Source: an optimization exercise on an open RTL-to-GDS flow (aim: small area and a short achievable clock period). Production flows keep margins and buffers that such runs may drop.
No activity file was given, so power comes from the tool's default toggle rates.

JK:
==> flow/design.v <==
package mspd_pkg;
  localparam int CHANNELS = 4;
  localparam int IN_CH    = 4;
  localparam int LANES    = (CHANNELS < IN_CH) ? CHANNELS : IN_CH;
  localparam int SAMPLE_W = 10;
  localparam int PEAK_W   = 10;
  localparam int CH_W     = 2;
  localparam int TIME_W   = 32;
  localparam int THR_W    = 10;
  localparam int WIN_W    = 16;
  localparam int CFG_W    = 16;
  localparam logic [SAMPLE_W:0] MID_RAIL = 11'd512;
  localparam logic [THR_W-1:0] THRESHOLD_RESET = 10'd80;
  localparam logic [WIN_W-1:0] WINDOW_RESET    = 16'd20;
  localparam logic REG_THRESHOLD = 1'b0;
  localparam logic REG_WINDOW    = 1'b1;
  localparam logic OP_SAMPLE = 1'b0;
  localparam logic OP_POLL   = 1'b1;
  typedef struct packed {
    logic              done;
    logic [PEAK_W-1:0] peak;
  } lane_fin_t;
  typedef struct packed {
    logic              valid;
    logic [CH_W-1:0]   channel;
    logic [PEAK_W-1:0] peak;
  } result_t;
endpackage
module mspd_lane (
  input  logic                            clk,
  input  logic                            rst_n,
  input  logic                            sample_en,
  input  logic [mspd_pkg::SAMPLE_W-1:0]   sample,
  input  logic [mspd_pkg::TIME_W-1:0]     now_ms,
  input  logic [10:0]                     thr2m1,     
  input  logic                            thr_zero,
  input  logic [15:0]                     lo_m_win,   
  input  logic                            lo_wrap,    
  output logic                            fin,        
  output logic [mspd_pkg::PEAK_W-1:0]     peak        
);
  logic                           active_r;
  logic [mspd_pkg::PEAK_W-1:0]    peak_r;
  logic [mspd_pkg::TIME_W-1:0]    start_r;
  logic [mspd_pkg::PEAK_W-1:0]    key;
  logic                           gt;
  logic                           trig;
  logic                           expired;
  assign key     = {sample[8:0] ^ {9{~sample[9]}}, ~sample[9]};
  mspd_cmp #(.W(10), .G(1)) u_gt   (.a(key),          .b(peak_r),        .ci(1'b0), .y(gt));
  logic ge_thr;
  mspd_cmp #(.W(11), .G(1)) u_trig (.a({1'b0, key}),  .b(thr2m1),        .ci(1'b1), .y(ge_thr));
  assign trig    = thr_zero || ge_thr;
  logic        c1, c2, lt, hz;
  logic [15:0] ah, ch;
  mspd_cmp #(.W(16), .G(4)) u_c1 (.a(now_ms[15:0]),  .b(start_r[15:0]), .ci(1'b1), .y(c1));
  mspd_cmp #(.W(16), .G(4)) u_c2 (.a(start_r[15:0]), .b(lo_m_win),      .ci(1'b0), .y(c2));
  assign lt  = lo_wrap ? (c1 || c2) : (c1 && c2);
  assign ah  = now_ms[31:16];
  assign ch  = ~start_r[31:16];
  assign hz  = ((ah[0] ^ ch[0]) == c1) &&
               (((ah[15:1] ^ ch[15:1]) ^ (ah[14:0] | ch[14:0])) == 15'd0);
  assign expired = !(hz && lt);
  assign fin     = active_r && expired;
  assign peak    = peak_r;
  always_ff @(posedge clk) begin
    if (!rst_n)
      active_r <= 1'b0;
    else if (sample_en)
      active_r <= active_r ? !expired : trig;
  end
  always_ff @(posedge clk) begin
    if (!active_r)
      start_r <= now_ms;
    if (!active_r || (sample_en && gt))
      peak_r <= key;
  end
endmodule
module mspd_cmp #(
  parameter int W = 16,
  parameter int G = 4
) (
  input  logic [W-1:0] a,
  input  logic [W-1:0] b,
  input  logic         ci,
  output logic         y
);
  localparam int NG = (W + G - 1) / G;
  localparam int L  = (NG < 2) ? 1 : (NG < 4) ? 2 : (NG < 8) ? 3 : (NG < 16) ? 4 : (NG < 32) ? 5 : 6;
  localparam int N  = 1 << L;
  logic [N-1:0] g [L+1];
  logic [N-1:0] p [L+1];
  for (genvar i = 0; i < N; i++) begin : g_leaf
    if (i == 0) begin : g_ci
      assign g[0][i] = ci;
      assign p[0][i] = 1'b0;
    end else if (i <= NG) begin : g_grp
      logic [G:0] gc;
      logic [G:0] pc;
      assign gc[0] = 1'b0;
      assign pc[0] = 1'b1;
      for (genvar j = 0; j < G; j++) begin : g_bit
        localparam int K = (i - 1) * G + j;
        if (K < W) begin : g_in
          assign gc[j+1] = (a[K] & ~b[K]) | ((a[K] | ~b[K]) & gc[j]);
          assign pc[j+1] = (a[K] | ~b[K]) & pc[j];
        end else begin : g_out
          assign gc[j+1] = gc[j];
          assign pc[j+1] = pc[j];
        end
      end
      assign g[0][i] = gc[G];
      assign p[0][i] = pc[G];
    end else begin : g_pad
      assign g[0][i] = 1'b0;
      assign p[0][i] = 1'b1;
    end
  end
  for (genvar k = 1; k <= L; k++) begin : g_lvl
    for (genvar i = 0; i < (N >> k); i++) begin : g_node
      assign g[k][i] = g[k-1][2*i+1] | (p[k-1][2*i+1] & g[k-1][2*i]);
      assign p[k][i] = p[k-1][2*i+1] & p[k-1][2*i];
    end
    if ((N >> k) < N) begin : g_fill
      assign g[k][N-1:(N >> k)] = '0;
      assign p[k][N-1:(N >> k)] = '0;
    end
  end
  assign y = g[L][0];
endmodule
module mspd_merge (
  input  logic                                       clk,
  input  logic                                       rst_n,
  input  logic                                       sample_acc,
  input  logic                                       poll_acc,
  input  logic [mspd_pkg::LANES-1:0]                 fin,
  input  logic [mspd_pkg::LANES*mspd_pkg::PEAK_W-1:0] peak,
  output logic                                       full,
  output logic [mspd_pkg::CH_W-1:0]                  slot_ch,
  output logic [mspd_pkg::PEAK_W-1:0]                slot_peak
);
  logic                         pend_r;
  logic [mspd_pkg::LANES-1:0]   fin_r;
  logic [mspd_pkg::CH_W-1:0]    win_ch;
  logic [mspd_pkg::PEAK_W-1:0]  win_key;
  assign full = pend_r || (|fin_r);
  always_comb begin
    win_ch  = '0;
    win_key = peak[0 +: mspd_pkg::PEAK_W];
    for (int i = mspd_pkg::LANES - 1; i > 0; i--) begin
      if (fin_r[i]) begin
        win_ch  = mspd_pkg::CH_W'(i);
        win_key = peak[i*mspd_pkg::PEAK_W +: mspd_pkg::PEAK_W];
      end
    end
    if (fin_r[0]) begin
      win_ch  = '0;
      win_key = peak[0 +: mspd_pkg::PEAK_W];
    end
  end
  always_ff @(posedge clk) begin
    if (!rst_n) begin
      pend_r <= 1'b0;
      fin_r  <= '0;
    end else begin
      pend_r <= full && !poll_acc;
      fin_r  <= (sample_acc && !full) ? fin : '0;
    end
  end
  always_ff @(posedge clk) begin
    if (|fin_r) begin
      slot_ch   <= win_ch;
      slot_peak <= {1'b0, win_key[9:1]} + {9'd0, win_key[0]};
    end
  end
endmodule
module multichannel_strike_peak_detector (
  input  logic                              clk,
  input  logic                              rst_n,
  input  logic                              cfg_we,
  input  logic                              cfg_index,
  input  logic [mspd_pkg::CFG_W-1:0]        cfg_wdata,
  input  logic                              in_valid,
  output logic                              in_ready,
  input  logic                              in_op,
  input  logic [mspd_pkg::SAMPLE_W-1:0]     in_sample_ch0,
  input  logic [mspd_pkg::SAMPLE_W-1:0]     in_sample_ch1,
  input  logic [mspd_pkg::SAMPLE_W-1:0]     in_sample_ch2,
  input  logic [mspd_pkg::SAMPLE_W-1:0]     in_sample_ch3,
  input  logic [mspd_pkg::TIME_W-1:0]       in_now_ms,
  output logic                              out_valid,
  input  logic                              out_ready,
  output logic                              out_event_valid,
  output logic [mspd_pkg::CH_W-1:0]         out_event_channel,
  output logic [mspd_pkg::PEAK_W-1:0]       out_event_peak
);
  logic [mspd_pkg::THR_W-1:0]  thr_r;
  logic [mspd_pkg::WIN_W-1:0]  win_r;
  logic [10:0]                 thr2m1;
  logic                        thr_zero;
  logic                        in_acc;
  logic                        sample_en;
  logic                        poll_en;
  logic                        full;
  logic [mspd_pkg::SAMPLE_W-1:0]               samples [mspd_pkg::IN_CH];
  logic [mspd_pkg::LANES-1:0]                  fin;
  logic [mspd_pkg::LANES*mspd_pkg::PEAK_W-1:0] peak;
  logic [mspd_pkg::CH_W-1:0]                   slot_ch;
  logic [mspd_pkg::PEAK_W-1:0]                 slot_peak;
  logic                        out_valid_r;
  logic                        ev_r;
  assign samples[0] = in_sample_ch0;
  assign samples[1] = in_sample_ch1;
  assign samples[2] = in_sample_ch2;
  assign samples[3] = in_sample_ch3;
  assign in_ready  = !out_valid_r || out_ready;
  assign in_acc    = in_valid && in_ready;
  assign sample_en = in_acc && (in_op == mspd_pkg::OP_SAMPLE);
  assign poll_en   = in_acc && (in_op == mspd_pkg::OP_POLL);
  always_ff @(posedge clk) begin
    if (!rst_n) begin
      thr_r <= mspd_pkg::THRESHOLD_RESET;
      win_r <= mspd_pkg::WINDOW_RESET;
    end else if (cfg_we) begin
      if (cfg_index == mspd_pkg::REG_WINDOW)
        win_r <= cfg_wdata[mspd_pkg::WIN_W-1:0];
      else
        thr_r <= cfg_wdata[mspd_pkg::THR_W-1:0];
    end
  end
  assign thr2m1   = {thr_r, 1'b0} - 11'd1;
  assign thr_zero = (thr_r == '0);
  logic [16:0] lo_sum;
  logic [16:0] lo_m_win;
  assign lo_sum   = {1'b0, ~in_now_ms[15:0]} + {1'b0, win_r};
  assign lo_m_win = {lo_sum[16], ~lo_sum[15:0]};
  for (genvar g = 0; g < mspd_pkg::LANES; g++) begin : g_lane
    mspd_lane u_lane (
      .clk       (clk),
      .rst_n     (rst_n),
      .sample_en (sample_en),
      .sample    (samples[g]),
      .now_ms    (in_now_ms),
      .thr2m1    (thr2m1),
      .thr_zero  (thr_zero),
      .lo_m_win  (lo_m_win[15:0]),
      .lo_wrap   (lo_m_win[16]),
      .fin       (fin[g]),
      .peak      (peak[g*mspd_pkg::PEAK_W +: mspd_pkg::PEAK_W])
    );
  end
  mspd_merge u_merge (
    .clk        (clk),
    .rst_n      (rst_n),
    .sample_acc (sample_en),
    .poll_acc   (poll_en),
    .fin        (fin),
    .peak       (peak),
    .full       (full),
    .slot_ch    (slot_ch),
    .slot_peak  (slot_peak)
  );
  always_ff @(posedge clk) begin
    if (!rst_n) begin
      out_valid_r <= 1'b0;
    end else if (in_acc) begin
      out_valid_r <= 1'b1;
    end else if (out_ready) begin
      out_valid_r <= 1'b0;
    end
    if (in_acc) begin
      ev_r <= (in_op == mspd_pkg::OP_POLL) && full;
    end
  end
  assign out_valid         = out_valid_r;
  assign out_event_valid   = ev_r;
  assign out_event_channel = ev_r ? slot_ch : '0;
  assign out_event_peak    = ev_r ? slot_peak : '0;
endmodule
Settings: LEC_CHECK=0, ABC_AREA=1, CAP_MARGIN=20, CORE_MARGIN=2, CORE_UTILIZATION=40, CTS_CLUSTER_DIAMETER=100, CTS_CLUSTER_SIZE=24, SETUP_SLACK_MARGIN=3.5, SLEW_MARGIN=20; clock period 6.5 ns.
standard.sh (not shown) runs the stock make flow with config.mk's settings and CLKGATE_MAP_FILE= SYNTH_SCRIPT=/design/flow/synth_recipe.tcl, a recipe that flattens the netlist after the stock synthesis.
==> flow/flow/run.sh <==
#!/bin/bash
# standard layout, with the port buffers made of buf_2 cells instead of the
# resizer's default pick (a delay buffer)
set -euo pipefail
export BUFFER_PORTS_ARGS="-buffer_cell sky130_fd_sc_hd__buf_2"
bash standard.sh > standard.log 2>&1
Looking at the reports, JK completed the entire flow and the layout it produced met the timing, design-rule and antenna checks.
What MS does differently from JK at the input level:
--- a/flow/design.v
+++ b/flow/design.v
@@ -51,12 +51,12 @@
   logic ge_thr;
   mspd_cmp #(.W(11), .G(1)) u_trig (.a({1'b0, key}),  .b(thr2m1),        .ci(1'b1), .y(ge_thr));
   assign trig    = thr_zero || ge_thr;
   logic        c1, c2, lt, hz;
   logic [15:0] ah, ch;
-  mspd_cmp #(.W(16), .G(4)) u_c1 (.a(now_ms[15:0]),  .b(start_r[15:0]), .ci(1'b1), .y(c1));
-  mspd_cmp #(.W(16), .G(4)) u_c2 (.a(start_r[15:0]), .b(lo_m_win),      .ci(1'b0), .y(c2));
+  mspd_cmp #(.W(16), .G(8)) u_c1 (.a(now_ms[15:0]),  .b(start_r[15:0]), .ci(1'b1), .y(c1));
+  mspd_cmp #(.W(16), .G(8)) u_c2 (.a(start_r[15:0]), .b(lo_m_win),      .ci(1'b0), .y(c2));
   assign lt  = lo_wrap ? (c1 || c2) : (c1 && c2);
   assign ah  = now_ms[31:16];
   assign ch  = ~start_r[31:16];
   assign hz  = ((ah[0] ^ ch[0]) == c1) &&
                (((ah[15:1] ^ ch[15:1]) ^ (ah[14:0] | ch[14:0])) == 15'd0);
@@ -228,14 +228,12 @@
         thr_r <= cfg_wdata[mspd_pkg::THR_W-1:0];
     end
   end
   assign thr2m1   = {thr_r, 1'b0} - 11'd1;
   assign thr_zero = (thr_r == '0);
-  logic [16:0] lo_sum;
   logic [16:0] lo_m_win;
-  assign lo_sum   = {1'b0, ~in_now_ms[15:0]} + {1'b0, win_r};
-  assign lo_m_win = {lo_sum[16], ~lo_sum[15:0]};
+  assign lo_m_win = {1'b0, in_now_ms[15:0]} - {1'b0, win_r};
   for (genvar g = 0; g < mspd_pkg::LANES; g++) begin : g_lane
     mspd_lane u_lane (
       .clk       (clk),
       .rst_n     (rst_n),
       .sample_en (sample_en),
### Flow results
- Compared to JK, MS has routed length on met3 about 30% lower.
- Per the comparison of MS with JK, wire length reported by the detailed router decreased 9.1%; clock buffer count decreased 1; area of the die decreased 2.2%; core region area decreased 2.4%; xor/xnor share of the synthesized area increased 0.15 points.
- MS has buffer count excluding the clock tree in the final layout above what JK had.
- Sequential group share of total power was higher in JK than in MS.
- The fmax in MS sits 2.8% below the value recorded for JK.
- On total power, MS tracks JK almost exactly.
No run of this note included a check of the RTL's function; only the layout flow was run.

static timing again, ports no longer ideal:
The flow's constraints put no driver on any port. The routed layouts listed below were extracted and timed again, unchanged, in two steps.
Step 1, drivers: a clkbuf_16 drives clk and a buf_2 each remaining input, both assumed.
Step 2, shift: input delay + t, output delay - t, t = (earliest + latest rising clock arrival at the registers) / 2. This alone moves slack from input paths to output paths.
Slacks: ideal ports / drivers / drivers and shift; pairs: ideal ports / drivers.
run | t (ns) | setup WS [ns] | worst register clock-pin slew, ns | cell pins on the clock port's net
JK | 0.545 | 3.441 / 3.444 / 2.899 | 0.10 / 0.10 | 1
MS | 0.546 | 3.353 / 3.356 / 2.810 | 0.10 / 0.10 | 1
After both steps every run listed still meets setup and hold. For MS, which loses most, drivers alone change the setup slack by +0.003 ns; drivers and shift together by -0.543 ns.
